What follows belongs to an exercise in optimizing a design on an open flow for small area; a production flow would make more cautious choices. Function was checked by simulation only, so behaviour that the tests miss may differ from the original. Power is estimated from default activity; no workload was simulated.

== garnet ==
==> flow/design.v (excerpt) <==
module sccb_target #(
  parameter logic [7:0] DEV_ADDR = 8'h60
) (
  input  logic       clk,
  input  logic       reset,
  input  logic       scl,
  input  logic       sda_in,
  output logic       sda,
  output logic       sda_oe,
  output logic       wr_stb,
  output logic [7:0] wr_addr,
  output logic [7:0] wr_data,
  output logic       busy
);
Size: roughly 2400 cells after synthesis, ~24 I/O pins.
Settings: LEC_CHECK=0, CAP_MARGIN=20, CORE_MARGIN=2, CORE_UTILIZATION=70, PLACE_DENSITY=0.8, SLEW_MARGIN=20; clock period 10.0 ns.
standard.sh (not shown) runs the stock make flow with config.mk's settings and CLKGATE_MAP_FILE= SYNTH_SCRIPT=/design/flow/synth_recipe.tcl, a recipe that flattens the netlist after the stock synthesis.
==> flow/flow/run.sh <==
#!/bin/bash
# The standard layout (standard.sh, standard synthesis) with a leaner clock tree:
# CTS without dummy loads, small port buffers, and after global routing any leaf clock
# buffer whose flip-flop clock pins would see too much slew is upsized (fixclk.tcl).
# Each run's full output goes to a log file in the folder this runs in.
set -euo pipefail
here=$(pwd)
cts="-sink_clustering_enable -repair_clock_nets -dont_use_dummy_load"
cts="$cts -buf_list sky130_fd_sc_hd__clkbuf_8 -sink_clustering_size 22 -sink_clustering_max_diameter 50"
bash standard.sh finish \
  "CTS_ARGS=$cts" \
  "BUFFER_PORTS_ARGS=-buffer_cell sky130_fd_sc_hd__buf_1" \
  "POST_GLOBAL_ROUTE_TCL=$here/flow/fixclk.tcl" > "$here/standard.log" 2>&1
==> flow/flow/fixclk.tcl <==
# Sourced by ORFS's global_route.tcl after global routing (POST_GLOBAL_ROUTE_TCL).
# Upsizes clock buffers whose loads would see too much slew, estimated from the global
# routes: first the buffers that drive other clock buffers, then those that drive
# flip-flops. Then it legalises, reroutes the changed nets and rewrites the route guides.
set ::fix_target 0.110
set ::fix_ladder {sky130_fd_sc_hd__clkbuf_1 sky130_fd_sc_hd__clkbuf_2 sky130_fd_sc_hd__clkbuf_4
  sky130_fd_sc_hd__clkbuf_8 sky130_fd_sc_hd__clkbuf_16}

proc fix_pin_slew {pin} {
  set w 0
  foreach e {rise fall} {
    foreach a {min max} {
      set s [get_property $pin slew_${a}_$e]
      if {$s > $w} { set w $s }
    }
  }
  return $w
}

# Upsize the clock tree buffers of one kind (leaf 1: driving anything but clock buffers)
# whose loads are over the target.
proc fix_pass {leaf} {
  global fix_target fix_ladder
  set n 0
  foreach inst [get_cells -quiet clkbuf_*] {
    set m [get_property $inst ref_name]
    set i [lsearch -exact $fix_ladder $m]
    if {$i < 0} { continue }
    set out [get_pins -of_objects $inst -filter "direction==output"]
    set loads [get_pins -quiet -of_objects [get_nets -of_objects $out] -filter "direction==input"]
    set to_ff 0
    set w 0
    foreach p $loads {
      if {[lsearch -exact $fix_ladder [get_property [get_cells -of_objects $p] ref_name]] < 0} { set to_ff 1 }
      set s [fix_pin_slew $p]
      if {$s > $w} { set w $s }
    }
    if {$to_ff != $leaf || $w <= $fix_target} { continue }
    set name [get_full_name $inst]
    if {$i == [llength $fix_ladder] - 1} {
      puts "fixclk: $name ($m) slew $w left as is"
      continue
    }
    set nm [lindex $fix_ladder [expr {$i + 1}]]
    puts "fixclk: $name $m -> $nm (slew $w)"
    replace_cell $inst $nm
    incr n
  }
  return $n
}

set_propagated_clock [all_clocks]
global_route -start_incremental
foreach leaf {0 1} {
  for {set it 0} {$it < 4} {incr it} {
    estimate_parasitics -global_routing
    set n [fix_pass $leaf]
    puts "fixclk: leaf $leaf pass $it upsized $n"
    if {$n == 0} { break }
  }
}
detailed_placement
check_placement -verbose
global_route -end_incremental
estimate_parasitics -global_routing
write_guides $::env(RESULTS_DIR)/route.guide
## Diff of input files: pepper against garnet
diff --git a/flow/flow/run.sh b/flow/flow/run.sh
--- a/flow/flow/run.sh
+++ b/flow/flow/run.sh
@@ -9 +9 @@
-cts="$cts -buf_list sky130_fd_sc_hd__clkbuf_8 -sink_clustering_size 22 -sink_clustering_max_diameter 50"
+cts="$cts -buf_list sky130_fd_sc_hd__clkbuf_8 -sink_clustering_size 22 -sink_clustering_max_diameter 50 -root_buf sky130_fd_sc_hd__clkbuf_16 -tree_buf sky130_fd_sc_hd__clkbuf_16"
diff --git a/flow/flow/fixclk.tcl b/flow/flow/fixclk.tcl
--- a/flow/flow/fixclk.tcl
+++ b/flow/flow/fixclk.tcl
@@ -5,2 +5,2 @@
-set ::fix_target 0.110
-set ::fix_ladder {sky130_fd_sc_hd__clkbuf_1 sky130_fd_sc_hd__clkbuf_2 sky130_fd_sc_hd__clkbuf_4
+set fix_target 0.110
+set fix_ladder {sky130_fd_sc_hd__clkbuf_1 sky130_fd_sc_hd__clkbuf_2 sky130_fd_sc_hd__clkbuf_4
Results
- Half-perimeter wire length of the detailed placement result came out exactly the same in garnet and pepper.
- garnet → pepper: cell total after placement flat, number of nets in the synthesized netlist flat.
- The adder and majority cell fraction of the synthesized area was comparable across garnet and pepper.
- Comparing garnet against pepper, there is no change at all in number of buffers inserted by post-CTS setup repair.
- Diff garnet..pepper | hold buffer count at cts | unchanged
- Going from garnet to pepper, count of flip-flops with a built-in enable after synthesis flat; share of flip-flops with an asynchronous set or reset after synthesis essentially unchanged.
- The average footprint of a synthesized cell of garnet and that of pepper are within noise of each other.
- Of garnet and pepper, just one finished clean: garnet.
- pepper never completed; the flow aborted with a tool error in global routing.
- As far as synthesized cell count goes, pepper and garnet are indistinguishable; the numbers are identical.
Edits applied to the flow inputs when going from pepper to raven:
- putting ABC_AREA at 1 where nothing was set
diff --git a/flow/flow/run.sh b/flow/flow/run.sh
--- a/flow/flow/run.sh
+++ b/flow/flow/run.sh
@@ -9 +9 @@
-cts="$cts -buf_list sky130_fd_sc_hd__clkbuf_8 -sink_clustering_size 22 -sink_clustering_max_diameter 50 -root_buf sky130_fd_sc_hd__clkbuf_16 -tree_buf sky130_fd_sc_hd__clkbuf_16"
+cts="$cts -buf_list sky130_fd_sc_hd__clkbuf_8 -sink_clustering_size 18 -sink_clustering_max_diameter 45"
diff --git a/flow/flow/fixclk.tcl b/flow/flow/fixclk.tcl
--- a/flow/flow/fixclk.tcl
+++ b/flow/flow/fixclk.tcl
@@ -4,3 +4,4 @@
-# flip-flops. Then it legalises, reroutes the changed nets and rewrites the route guides.
-set fix_target 0.110
-set fix_ladder {sky130_fd_sc_hd__clkbuf_1 sky130_fd_sc_hd__clkbuf_2 sky130_fd_sc_hd__clkbuf_4
+# flip-flops. Then it legalises, reroutes the changed nets, checks again, and rewrites the
+# route guides.
+set ::fix_target 0.120
+set ::fix_ladder {sky130_fd_sc_hd__clkbuf_1 sky130_fd_sc_hd__clkbuf_2 sky130_fd_sc_hd__clkbuf_4
@@ -53,7 +54,13 @@
-global_route -start_incremental
-foreach leaf {0 1} {
-  for {set it 0} {$it < 4} {incr it} {
-    estimate_parasitics -global_routing
-    set n [fix_pass $leaf]
-    puts "fixclk: leaf $leaf pass $it upsized $n"
-    if {$n == 0} { break }
+# The reroute after legalising can change other clock nets, so check again until a round
+# changes nothing.
+for {set round 0} {$round < 4} {incr round} {
+  set changed 0
+  global_route -start_incremental
+  foreach leaf {0 1} {
+    for {set it 0} {$it < 4} {incr it} {
+      estimate_parasitics -global_routing
+      set n [fix_pass $leaf]
+      puts "fixclk: round $round leaf $leaf pass $it upsized $n"
+      incr changed $n
+      if {$n == 0} { break }
+    }
@@ -60,0 +68,3 @@
+  detailed_placement
+  global_route -end_incremental
+  if {$changed == 0} { break }
@@ -62 +71,0 @@
-detailed_placement
@@ -64 +72,0 @@
-global_route -end_incremental
==> comparison <==
Sort pepper and raven by post-synthesis simple-gate area fraction, descending, and raven comes first.
Mean cell area of the mapped netlist: pepper and raven compared, higher one is pepper
raven: done, clean on timing, DRC and antenna
The post-synthesis cell type count of raven is lower than that of pepper.
NOTE total standard cell area after synthesis pepper->raven increased slightly
Compared with pepper, raven shows a higher number of H-tree branching levels.
What xenon does differently from raven at the input level:
- ABC_AREA: 1 -> unset
diff --git a/flow/flow/run.sh b/flow/flow/run.sh
--- a/flow/flow/run.sh
+++ b/flow/flow/run.sh
@@ -2,3 +2,7 @@
-# The standard layout (standard.sh, standard synthesis) with a leaner clock tree:
-# CTS without dummy loads, small port buffers, and after global routing any leaf clock
-# buffer whose flip-flop clock pins would see too much slew is upsized (fixclk.tcl).
+# The standard layout (standard.sh) with an area-oriented logic mapping and a leaner
+# clock tree:
+# - synthesis is the standard flow's own script with ABC's default area mapping (synth_area.tcl);
+# - CTS without dummy loads, clustered onto clkbuf_8 leaf buffers;
+# - small port buffers;
+# - after global routing, clock buffers whose loads would see too much slew are upsized
+#   (fixclk.tcl).
@@ -7,0 +12 @@
+export FLOW_WORK=$here
@@ -10,0 +16 @@
+  "SYNTH_SCRIPT=$here/flow/synth_area.tcl" \
==> flow/flow/synth_area.tcl (new file) <==
# The standard flow's synthesis script (synth_recipe.tcl, which runs ORFS's synth.tcl) with one change:
# ABC maps the logic with Yosys's default (area-oriented) script instead of ORFS's
# delay-oriented one and without its delay target, as the design has several ns of setup slack. Flip-flops are mapped
# before ABC runs, so the registers, their names and cells are those of the standard synthesis.
proc abc {args} {
  set keep {}
  for {set i 0} {$i < [llength $args]} {incr i} {
    set a [lindex $args $i]
    if {$a in {-script -constr -D}} { incr i; continue }
    lappend keep $a
  }
  yosys abc {*}$keep
}
source $::env(FLOW_WORK)/synth_recipe.tcl
Results
xenon ended with every stage complete and zero timing, DRC or antenna violations.
In the tables for xenon and raven, routed length on met2 reads lower with xenon.
Against raven, the final cell area of xenon is lower.
Buffering stage count on the worst path with inverters included in xenon is 1 lower than in raven

* * *

== run 1 ==
sccb_target again, from the RTL that the note above started with.
Settings: LEC_CHECK=0, CAP_MARGIN=20, CORE_MARGIN=2, CORE_UTILIZATION=70, PLACE_DENSITY=0.8, SLEW_MARGIN=20; clock period 10.0 ns.
==> flow/flow/run.sh <==
#!/bin/bash
# The standard layout (standard.sh) with an area-oriented logic mapping and a leaner
# clock tree:
# - synthesis is the standard flow's own script with ABC's default area mapping (synth_area.tcl);
# - CTS without dummy loads, clustered onto clkbuf_8 leaf buffers;
# - small port buffers;
# - after global routing, clock buffers whose loads would see too much slew are upsized
#   (fixclk.tcl).
# Each run's full output goes to a log file in the folder this runs in.
set -euo pipefail
here=$(pwd)
export FLOW_WORK=$here
cts="-sink_clustering_enable -repair_clock_nets -dont_use_dummy_load"
cts="$cts -buf_list sky130_fd_sc_hd__clkbuf_8 -sink_clustering_size 20 -sink_clustering_max_diameter 60"
bash standard.sh finish \
  "SYNTH_SCRIPT=$here/flow/synth_area.tcl" \
  "CTS_ARGS=$cts" \
  "BUFFER_PORTS_ARGS=-buffer_cell sky130_fd_sc_hd__buf_1" \
  "POST_GLOBAL_ROUTE_TCL=$here/flow/fixclk.tcl" > "$here/standard.log" 2>&1
Other scripts of this flow, unchanged in this note and not shown: flow/flow/fixclk.tcl, flow/flow/synth_area.tcl
Here is what was changed in the inputs of run 2 compared with run 1.
-- flow/flow/run.sh --
<<< run 1, line 12
export FLOW_WORK=$here
cts="-sink_clustering_enable -repair_clock_nets -dont_use_dummy_load"
cts="$cts -buf_list sky130_fd_sc_hd__clkbuf_8 -sink_clustering_size 20 -sink_clustering_max_diameter 60"
bash standard.sh finish \
  "SYNTH_SCRIPT=$here/flow/synth_area.tcl" \
>>> run 2, line 12
export FLOW_WORK=$here
cts="-sink_clustering_enable -repair_clock_nets -dont_use_dummy_load"
cts="$cts -buf_list sky130_fd_sc_hd__clkbuf_8 -sink_clustering_size 20 -sink_clustering_max_diameter 50"
bash standard.sh finish \
  "SYNTH_SCRIPT=$here/flow/synth_area.tcl" \
### Flow results
- Routed via count, run 2 vs run 1: up slightly
- Looking at run 2 and run 1, the final area is a wash.
- Re fmax: run 2 and run 1 aren't equal, and the lower value belongs to run 2.
- In run 2 the sequential group share of total power turned out 0.4 points lower than in run 1.
- | proportion of cell area spent on the clock network | run 1 vs run 2 | ≈ equal |
- Run 2 against run 1: number of antenna violations at the first check in global routing fell by 1, wire length per cell after detailed routing increased about 3%, share of the core filled with cells neither gained nor lost much, ratio of final minimum period to clock period increased by 0.86 points relative to the old numbers.
[inputs] run 3 vs run 2
-- flow/flow/run.sh --
<<< run 2, line 12
export FLOW_WORK=$here
cts="-sink_clustering_enable -repair_clock_nets -dont_use_dummy_load"
cts="$cts -buf_list sky130_fd_sc_hd__clkbuf_8 -sink_clustering_size 20 -sink_clustering_max_diameter 50"
bash standard.sh finish \
  "SYNTH_SCRIPT=$here/flow/synth_area.tcl" \
>>> run 3, line 12
export FLOW_WORK=$here
cts="-sink_clustering_enable -repair_clock_nets -dont_use_dummy_load"
cts="$cts -buf_list sky130_fd_sc_hd__clkbuf_8 -sink_clustering_size 18 -sink_clustering_max_diameter 60"
bash standard.sh finish \
  "SYNTH_SCRIPT=$here/flow/synth_area.tcl" \
==> comparison <==
In run 3, the number of global-route vias before repair came out 0.57% below the value in run 2. From run 2 to run 3 the numbers moved as follows: met3 layer usage reported by global route lost 0.48 points; wire length lost about 20%; flip-flop and latch count neither gained nor lost much.
Inputs modified between run 3 and run 4:
-- flow/flow/run.sh --
<<< run 3, line 12
export FLOW_WORK=$here
cts="-sink_clustering_enable -repair_clock_nets -dont_use_dummy_load"
cts="$cts -buf_list sky130_fd_sc_hd__clkbuf_8 -sink_clustering_size 18 -sink_clustering_max_diameter 60"
bash standard.sh finish \
  "SYNTH_SCRIPT=$here/flow/synth_area.tcl" \
>>> run 4, line 12
export FLOW_WORK=$here
cts="-sink_clustering_enable -repair_clock_nets -dont_use_dummy_load"
cts="$cts -buf_list sky130_fd_sc_hd__clkbuf_8 -sink_clustering_size 18 -sink_clustering_max_diameter 90"
bash standard.sh finish \
  "SYNTH_SCRIPT=$here/flow/synth_area.tcl" \
## What came out
Between run 4 and run 3, the achievable frequency figures differ only marginally. [compare] base=run 3 new=run 4: post-route clock skew now smaller, total power comparable, count of clock-net buffers in the final layout now smaller, critical path data arrival time comparable.

* * *

sccb_target again, from the RTL that the note above started with.
clock: 10.0 ns
lec_check: 0
cap_margin: 20
core_margin: 2
core_utilization: 70
place_density: 0.8
slew_margin: 20
==> flow/flow/run.sh <==
#!/bin/bash
# The standard layout (standard.sh) with an area-oriented logic mapping and a leaner
# clock tree:
# - synthesis is the standard flow's own script with ABC's default area mapping (synth_area.tcl);
# - CTS without dummy loads, clustered onto clkbuf_8 leaf buffers (18 flip-flops each);
# - small port buffers;
# - after global routing, clock buffers whose loads would see too much slew are upsized
#   (fixclk.tcl).
# Each run's full output goes to a log file in the folder this runs in.
set -euo pipefail
here=$(pwd)
export FLOW_WORK=$here
cts="-sink_clustering_enable -repair_clock_nets -dont_use_dummy_load"
cts="$cts -buf_list sky130_fd_sc_hd__clkbuf_8 -sink_clustering_size 18 -sink_clustering_max_diameter 60"
bash standard.sh finish \
  "SYNTH_SCRIPT=$here/flow/synth_area.tcl" \
  "CTS_ARGS=$cts" \
  "BUFFER_PORTS_ARGS=-buffer_cell sky130_fd_sc_hd__buf_1" \
  "POST_GLOBAL_ROUTE_TCL=$here/flow/fixclk.tcl" > "$here/standard.log" 2>&1
Other scripts of this flow, unchanged in this note and not shown: flow/flow/fixclk.tcl, flow/flow/synth_area.tcl
The first run passed the timing, design-rule and antenna checks.
==> next run, changes <==
--- a/flow/flow/run.sh
+++ b/flow/flow/run.sh
@@ -5,5 +5,5 @@
 # - CTS without dummy loads, clustered onto clkbuf_8 leaf buffers (18 flip-flops each);
 # - small port buffers;
-# - after global routing, clock buffers whose loads would see too much slew are upsized
+# - after global routing, the clock buffers are resized to the slew their loads allow
 #   (fixclk.tcl).
 # Each run's full output goes to a log file in the folder this runs in.
@@ -12,5 +12,5 @@
 export FLOW_WORK=$here
 cts="-sink_clustering_enable -repair_clock_nets -dont_use_dummy_load"
-cts="$cts -buf_list sky130_fd_sc_hd__clkbuf_8 -sink_clustering_size 18 -sink_clustering_max_diameter 60"
+cts="$cts -buf_list sky130_fd_sc_hd__clkbuf_8 -sink_clustering_size 20 -sink_clustering_max_diameter 60"
 bash standard.sh finish \
   "SYNTH_SCRIPT=$here/flow/synth_area.tcl" \
After rerunning: The changed run went through all stages and came out clean; area after synthesis does not change; via count went up by 2.3%; total power went up by 8.2%; worst setup slack gets worse by 0.0083 ns; routed wire length went up by 24%; final area went up by 1.9%; core utilization went up by 1.5 points; synthesized cell count does not change.
==> next run, changes <==
--- a/flow/flow/run.sh
+++ b/flow/flow/run.sh
@@ -12,5 +12,5 @@
 export FLOW_WORK=$here
 cts="-sink_clustering_enable -repair_clock_nets -dont_use_dummy_load"
-cts="$cts -buf_list sky130_fd_sc_hd__clkbuf_8 -sink_clustering_size 20 -sink_clustering_max_diameter 60"
+cts="$cts -buf_list sky130_fd_sc_hd__clkbuf_8 -sink_clustering_size 18 -sink_clustering_max_diameter 60"
 bash standard.sh finish \
   "SYNTH_SCRIPT=$here/flow/synth_area.tcl" \
What happened: Critical path depth stays the same; count of clock-buffer cells in the layout grows by 19; total power shrinks by 7.6%; routed wire length shrinks by about 20%.

-- separate check: timing with driven ports --
How much do the figures lean on ideal ports? The routed layouts below were timed once more, with nothing changed but the port constraints. Step 1: set_driving_cell puts a clkbuf_16 on clk and a buf_2 on each other input, an assumption about the parent block. Step 2 times the ports against the registers' clock, not the clock port: input delays grow and output delays shrink by t, the midpoint of the rising clock arrivals with the driver on. a / b / c = no drivers / after step 1 / after step 2; a / b = the first two.
run	t, ns	slack for setup (ns)	hold WS [ns]
garnet	0.706	6.123 / 6.055 / 6.323	0.275 / 0.275 / 0.275
raven	0.733	6.392 / 6.320 / 7.053	0.287 / 0.287 / 0.287
xenon	0.721	6.466 / 6.397 / 7.118	0.256 / 0.256 / 0.256
run 1	0.709	6.478 / 6.412 / 7.120	0.273 / 0.273 / 0.273
run 2	0.766	6.392 / 6.321 / 7.087	0.270 / 0.270 / 0.270
run 3	0.707	6.455 / 6.390 / 7.096	0.269 / 0.269 / 0.269
run 4	0.712	6.448 / 6.382 / 7.093	0.273 / 0.273 / 0.273
the first run of note 3	0.724	6.480 / 6.415 / 7.139	0.246 / 0.246 / 0.246
the second run of note 3	0.717	6.471 / 6.399 / 7.116	0.270 / 0.270 / 0.270
the third run of note 3	0.724	6.480 / 6.415 / 7.139	0.246 / 0.246 / 0.246
After both steps setup and hold are still met in every run listed.
